From an optimization exercise on the open Yosys and OpenROAD flow, aimed at small area; shortcuts taken in it are not production practice. Only simulation tests tie the RTL to the original design; equivalence was not proved.

**design/flow/run.sh**
```bash
#!/bin/bash
# synth_recipe.tcl (not shown) runs the flow's synth.tcl, then flattens the netlist and writes it again
# the make line also repeats each setting of config.mk as NAME=value (left out here)
make -C /OpenROAD-flow-scripts/flow DESIGN_CONFIG=/design/flow/config.mk WORK_HOME=/design/flow/orfs CLKGATE_MAP_FILE= SYNTH_SCRIPT=/design/flow/synth_recipe.tcl finish
```
**design/flow/config.mk**
```make
export PLATFORM = sky130hd
export DESIGN_NAME = latlon_six_byte_encoder
export DESIGN_NICKNAME = latlon_six_byte_encoder
export VERILOG_FILES = /design/flow/design.v
export SDC_FILE = /design/flow/constraint.sdc
export NUM_CORES = 4
export LEC_CHECK = 0
export CAP_MARGIN = 20
export CORE_MARGIN = 2
export CORE_UTILIZATION = 40
export SLEW_MARGIN = 20
```
**design/flow/constraint.sdc**
```tcl
create_clock -name core_clock -period 7.0 [get_ports {clk}]
set_input_delay 1.4000 -clock core_clock [delete_from_list [all_inputs] [get_ports {clk}]]
set_output_delay 1.4000 -clock core_clock [all_outputs]
set_load 0.01 [all_outputs]
```
**design/flow/design.v**
```verilog
package llse_pkg;
  localparam logic signed [23:0] LAT_SPAN = 24'sd5184000;
  localparam logic signed [23:0] LAT_MIN  = -24'sd5184000;
  localparam logic signed [26:0] TURN     = 27'sd20736000;
  localparam logic signed [26:0] NEG_TURN = -27'sd20736000;
  localparam logic signed [26:0] TURN2    = 27'sd41472000;
  localparam logic [24:0]        DEG_16THS = 25'd57600;
  localparam logic [15:0]        MIN_16THS = 16'd960;
  localparam logic [15:0]        LON_DEG_MULT = 16'd181;
  localparam logic [33:0] DEG_RECIP = 34'd74566;
  localparam logic [20:0] MIN_RECIP = 21'd1093;
  typedef struct packed {
    logic s6;
    logic s5;
    logic s4;
    logic s3;
    logic s2;
    logic s1;
  } llse_en_t;
  typedef struct packed {
    logic [8:0] deg;
    logic [5:0] mnt;
    logic [5:0] sec;
    logic [3:0] six;
  } llse_parts_t;
  typedef struct packed {
    logic [1:0] q;
    logic [3:0] r;
  } llse_d15_t;
  function automatic llse_d15_t div15(input logic [5:0] s);
    logic [1:0] q;
    logic [5:0] r;
    if (s >= 6'd45) begin
      q = 2'd3;
      r = s - 6'd45;
    end else if (s >= 6'd30) begin
      q = 2'd2;
      r = s - 6'd30;
    end else if (s >= 6'd15) begin
      q = 2'd1;
      r = s - 6'd15;
    end else begin
      q = 2'd0;
      r = s;
    end
    div15 = {q, r[3:0]};
  endfunction
endpackage
module llse_prep (
  input  logic                  clk,
  input  llse_pkg::llse_en_t    en,
  input  logic signed [23:0]    lat_sixteenths,
  input  logic signed [25:0]    lon_sixteenths,
  output logic                  ok,
  output logic [23:0]           la,
  output logic [24:0]           lo
);
  logic               in_range;
  logic               pole;
  logic signed [24:0] lat_off;
  logic signed [26:0] lon_x;
  logic signed [26:0] lon_w;
  assign in_range = (lat_sixteenths >= llse_pkg::LAT_MIN) &&
                    (lat_sixteenths <= llse_pkg::LAT_SPAN);
  assign pole     = (lat_sixteenths == llse_pkg::LAT_MIN) ||
                    (lat_sixteenths == llse_pkg::LAT_SPAN);
  assign lat_off  = {lat_sixteenths[23], lat_sixteenths} +
                    {llse_pkg::LAT_SPAN[23], llse_pkg::LAT_SPAN};
  assign lon_x = {lon_sixteenths[25], lon_sixteenths};
  always_comb begin
    if (lon_x < llse_pkg::NEG_TURN) begin
      lon_w = lon_x + llse_pkg::TURN2;
    end else if (lon_x < 27'sd0) begin
      lon_w = lon_x + llse_pkg::TURN;
    end else if (lon_x >= llse_pkg::TURN) begin
      lon_w = lon_x - llse_pkg::TURN;
    end else begin
      lon_w = lon_x;
    end
  end
  always_ff @(posedge clk) begin
    if (en.s1) begin
      ok <= in_range;
      la <= lat_off[23:0];
      lo <= pole ? 25'd0 : lon_w[24:0];
    end
  end
endmodule
module llse_split (
  input  logic                  clk,
  input  llse_pkg::llse_en_t    en,
  input  logic [24:0]           a,
  output llse_pkg::llse_parts_t parts
);
  logic [24:0] a2;
  logic [33:0] p1;
  logic [8:0]  deg3;
  logic [8:0]  deg4;
  logic [15:0] r1;
  logic [15:0] r1_4;
  logic [20:0] p2;
  logic [24:0] r1_full;
  logic [15:0] r2;
  logic [5:0]  mnt_q;
  always_ff @(posedge clk) begin
    if (en.s2) begin
      a2 <= a;
      p1 <= 34'(a[24:8]) * llse_pkg::DEG_RECIP;
    end
  end
  assign r1_full = a2 - 25'(p1[32:24]) * llse_pkg::DEG_16THS;
  always_ff @(posedge clk) begin
    if (en.s3) begin
      deg3 <= p1[32:24];
      r1   <= r1_full[15:0];
    end
  end
  always_ff @(posedge clk) begin
    if (en.s4) begin
      deg4 <= deg3;
      r1_4 <= r1;
      p2   <= 21'(r1[15:6]) * llse_pkg::MIN_RECIP;
    end
  end
  assign mnt_q = p2[19:14];
  assign r2    = r1_4 - 16'(mnt_q) * llse_pkg::MIN_16THS;
  always_ff @(posedge clk) begin
    if (en.s5) begin
      parts.deg <= deg4;
      parts.mnt <= mnt_q;
      parts.sec <= r2[9:4];
      parts.six <= r2[3:0];
    end
  end
endmodule
module llse_pack (
  input  logic                  clk,
  input  llse_pkg::llse_en_t    en,
  input  logic                  ok,
  input  llse_pkg::llse_parts_t lat_p,
  input  llse_pkg::llse_parts_t lon_p,
  output logic                  valid_res,
  output logic [47:0]           code
);
  logic [15:0]         dd;
  llse_pkg::llse_d15_t lat_s;
  llse_pkg::llse_d15_t lon_s;
  logic [7:0]          b2;
  logic [7:0]          b3;
  logic [7:0]          b4;
  logic [7:0]          b5;
  assign dd = 16'(lat_p.deg) + 16'(lon_p.deg) * llse_pkg::LON_DEG_MULT;
  assign lat_s = llse_pkg::div15(lat_p.sec);
  assign lon_s = llse_pkg::div15(lon_p.sec);
  assign b2 = {lat_p.mnt[5:2], lon_p.mnt[5:2]};
  assign b3 = {lat_p.mnt[1:0], lon_p.mnt[1:0], lat_s.q, lon_s.q};
  assign b4 = {lat_s.r, lon_s.r};
  assign b5 = {lat_p.six, lon_p.six};
  always_ff @(posedge clk) begin
    if (en.s6) begin
      valid_res <= ok;
      code      <= ok ? {dd, b2, b3, b4, b5} : 48'd0;
    end
  end
endmodule
module latlon_six_byte_encoder (
  input  logic               clk,
  input  logic               rst,
  input  logic               coord_valid,
  output logic               coord_ready,
  input  logic signed [23:0] coord_lat_sixteenths,
  input  logic signed [25:0] coord_lon_sixteenths,
  output logic               result_valid,
  input  logic               result_ready,
  output logic               result_valid_res,
  output logic [47:0]        result_code
);
  logic [6:1]            v;
  logic [7:1]            en_v;
  llse_pkg::llse_en_t    en;
  logic                  ok1;
  logic                  ok2;
  logic                  ok3;
  logic                  ok4;
  logic                  ok5;
  logic [23:0]           la;
  logic [24:0]           lo;
  llse_pkg::llse_parts_t lat_p;
  llse_pkg::llse_parts_t lon_p;
  always_comb begin
    en_v[7] = result_ready;
    for (int k = 6; k >= 1; k--) begin
      en_v[k] = !v[k] || en_v[k + 1];
    end
  end
  assign en           = llse_pkg::llse_en_t'(en_v[6:1]);
  assign coord_ready  = en_v[1];
  assign result_valid = v[6];
  always_ff @(posedge clk) begin
    if (rst) begin
      v <= '0;
    end else begin
      if (en_v[1]) begin
        v[1] <= coord_valid;
      end
      for (int k = 2; k <= 6; k++) begin
        if (en_v[k]) begin
          v[k] <= v[k - 1];
        end
      end
    end
  end
  always_ff @(posedge clk) begin
    if (en.s2) begin
      ok2 <= ok1;
    end
    if (en.s3) begin
      ok3 <= ok2;
    end
    if (en.s4) begin
      ok4 <= ok3;
    end
    if (en.s5) begin
      ok5 <= ok4;
    end
  end
  llse_prep u_prep (
    .clk            (clk),
    .en             (en),
    .lat_sixteenths (coord_lat_sixteenths),
    .lon_sixteenths (coord_lon_sixteenths),
    .ok             (ok1),
    .la             (la),
    .lo             (lo)
  );
  llse_split u_split_lat (
    .clk   (clk),
    .en    (en),
    .a     ({1'b0, la}),
    .parts (lat_p)
  );
  llse_split u_split_lon (
    .clk   (clk),
    .en    (en),
    .a     (lo),
    .parts (lon_p)
  );
  llse_pack u_pack (
    .clk       (clk),
    .en        (en),
    .ok        (ok5),
    .lat_p     (lat_p),
    .lon_p     (lon_p),
    .valid_res (result_valid_res),
    .code      (result_code)
  );
endmodule
```
==> impl_metrics.ini <==
[status]
status = finished clean

[die]
rows = 88
die_x_microns = 246
ios = 105
die_area_sq_mm = 0.0604
die_h_microns = 246
coreArea_sq_mm = 0.0577
initial_core_util_pct = 40.5

[worst_setup_path]
cp_data_required_time_ns = 7.29
cpPeakStageDelay_ns = 0.62
slowest_stage = or4b_2
crit_path_max_fanout = 6
reg2regPathDepth = 19
critical_path_arrival_ns = 5.82
worstSetupPathType = reg2reg
crit_path_end_kind = flop
path_cells = ha_1 -> ha_1 -> inv_1 -> fa_1 -> inv_1 -> ha_1 -> fa_1 -> inv_1 -> fa_1 -> inv_1 -> ha_1 -> o21ai_0 -> o21ai_0 -> o21ai_0 -> a21boi_0 -> o21a_1 -> o21ai_0 -> or4b_2 -> xor2_1
setup.worst_path.start_class = flop

[final_layout]
layout_commonest_cell = ha_1
final_nets = 2725
final_util_pct = 46.0
antenna_cells = 0
area.growth.synth_to_final_pct = 13.6
layout.cells.non_filler = 2832
layout_common_cells = ha_1, inv_1, edfxtp_1
drive_above_1_share_pct = 3.82

[cts]
root_buffer = clkbuf_16
cts_tree = yes
hold_buffers = 0
clkSinkCount = 309
h-tree-depth = 2
clk_pin_slew_ns = 0.06
postCtsSetupRepairBufs = 0
cts_made_buffers = 37
clock_latency_ns = 0.56
cts_resized = 0
cts.path.max_buffers = 3

[grt]
grt_max_degree = 53
gr-total-overflow = 0
grt_first_pass_wirelength_mm = 71.7
grt_usage_pct = 14.7
grt_pass1_vias = 14454
antenna_found_initial = 0

[sta]
worst_pin_slew_ns = 1.04
finalCritPeriodShare_pct = 78.9
min_period_ns = 5.52
report.final.slew_viol_count = 0
max-slew-margin-rel_pct = 30.9
maxClockFrequency_mhz = 181
rsz0062_at_grt = no
setup-violations-final = 0
setup_tns_ns = 0
hold_viol = 0
fin_skew_ns = 0.0150

[detailed_routing]
viasPerCell = 4.82
first_pass_iters = 5
vias = 13658
drc = 0
ant_nets = 0
drt_wl_total_mm = 41.9
drt_iter0_drc = 503
wl_per_cell_microns = 14.8

[min_path]
hold_path_class = reg2reg
hold_depth = 0

[yosys]
syn_nets = 2597
synth-main-ff-cell = edfxtp_1
synth.cell_area_sq_mm = 0.0234
syn_avg_cell_area_sq_um = 12.2
synth_cell_type_count = 67
synth_area_leaders = edfxtp_1, ha_1, fa_1
synth_edf_count = 303
ys_ff_latch = 309
synthArstFlopShare_pct = 0
yosys.area.top_type_share_pct = 38.9
syn_inst = 1911
yosysTopAreaCell = edfxtp_1
yosysSeqAreaShare_pct = 39.5
synth_warnings = 4

[place]
gp_congestion = 0.891
dpl.hpwl_mm = 33.5
port_buffers = 104
placed_cells = 2765

[flow_run]
maxCapViolCount = 0
==> sequential cells by signal, summed over array words and instances (netlist names), 6 cells and up <==
name,cells
u_pack.code,48
u_prep.lo,25
u_split_lat.parts,25
u_split_lon.parts,25
u_prep.la,24
u_split_lat.a2,16
u_split_lat.r1,16
u_split_lon.a2,16
u_split_lon.r1,16
u_split_lat.deg3,9
u_split_lat.deg4,9
u_split_lat.p1,9
u_split_lon.deg3,9
u_split_lon.deg4,9
u_split_lon.p1,9
u_split_lat.p2,8
u_split_lat.r1_4,8
u_split_lon.p2,8
u_split_lon.r1_4,8
v,6
==> final timing paths <==
path	from	to	slack (ns)
worst max-delay path	u_prep.lo[9]$_SDFFCE_PP0P_	u_split_lon.p1[24]$_DFFE_PP_	1.48
worst min-delay path	u_split_lon.deg4[6]$_DFFE_PP_	u_split_lon.parts[22]$_DFFE_PP_	0.41
worst max register to register	u_prep.lo[9]$_SDFFCE_PP0P_	u_split_lon.p1[24]$_DFFE_PP_	1.48
worst min register to register	u_split_lon.deg4[6]$_DFFE_PP_	u_split_lon.parts[22]$_DFFE_PP_	0.41
==> Yosys cell counts (3+ instances only) <==
library cell	count
nand2_1	36
xor2_1	28
inv_1	368
or3_1	8
ha_1	478
o22ai_1	5
o21ai_0	43
o31ai_1	4
nand2b_1	14
a21o_1	15
fa_1	154
a21oi_1	65
edfxtp_1	303
a211oi_1	11
nor2b_1	25
clkbuf_1	15
and3_1	7
nor3_1	23
nor2_1	84
nand4_1	13
nor4_1	3
a21boi_0	5
o211ai_1	6
or2_2	6
and2_1	28
nand3_1	15
a31oi_1	14
dfxtp_1	6
o21a_1	5
xnor2_1	73
==> final cells by class <==
cell class | count | area (sq um)
multi-input cells | 1213 | 12700
repair buffers | 110 | 1110
clock inverters | 13 | 156
fillers | 5278 | 31200
well taps | 765 | 957
clock buffers | 54 | 1030
inverters | 368 | 1380
flip-flops and latches | 309 | 9220
==> cells by family after synthesis <==
group / after synthesis / share of synthesized area (%)
AO/OA/AOI/OAI: 207 / 5.68
XOR/XNOR: 101 / 3.79
adder cells (fa/ha/maj): 632 / 38.8
buffers and inverters: 389 / 6.33
flip-flops: 309 / 39.5
multiplexers: 3 / 0.134
AND/OR/NAND/NOR: 270 / 5.82
==> per-stage QoR <==
step / instance area [sq um] / setup WS [ns] / hold slack (ns)
after CTS: 26500 / 1.44 / 0.413
after global routing: 26500 / 1.10 / 0.416
final: 26500 / 1.48 / 0.407
after detailed placement: 25300 / 1.50 / 0.405
after floorplan: 23400 / 1.96 / 0.400
after global placement: 25300 / 1.56 / 0.402
==> metal layers <==
metal  track usage (%)  vias up  part of all wire, %
li1                  -     6834                    -
met1              19.9     6519                   48
met2              24.6      238                   46
met3              2.05       67                  3.6
met4              4.55        0                  2.5
met5                 0        -                    0
==> critical path, delay by kind of cell (launching register included) <==
family	cells	cell delay, ns
and+or+nand+nor	1	0.62
DFF	1	0.52
xor gates and xnor gates	1	0.17
AOI/OAI and AO/OA	6	1.06
adders and majority gates	7	2.69
buffers and inverters	4	0.20

## what the ideal ports hide
The flow's constraints put no driver on any port. The routed layout listed below was extracted and timed again, unchanged, in two steps. Step 1 assumes that a clkbuf_16 drives the clock port and a buf_2 every other input. Step 2 moves the port delays by t, midway between the first and last clock arrival at a register: inputs arrive t later, outputs are due t later. That takes back most of the time a late clock gives input paths. Three values: ideal ports, drivers, drivers and shift; two values: the first two.
t (ns): 0.603
slack for setup (ns): 1.475 / 1.475 / 1.475
worst hold slack (ns): 0.407 / 0.407 / 0.407
clock arrival spread, ns: 0.019 / 0.019
After both steps setup and hold are still met in this run. For this run, drivers alone change the setup slack by 0.000 ns; drivers and shift together by 0.000 ns.
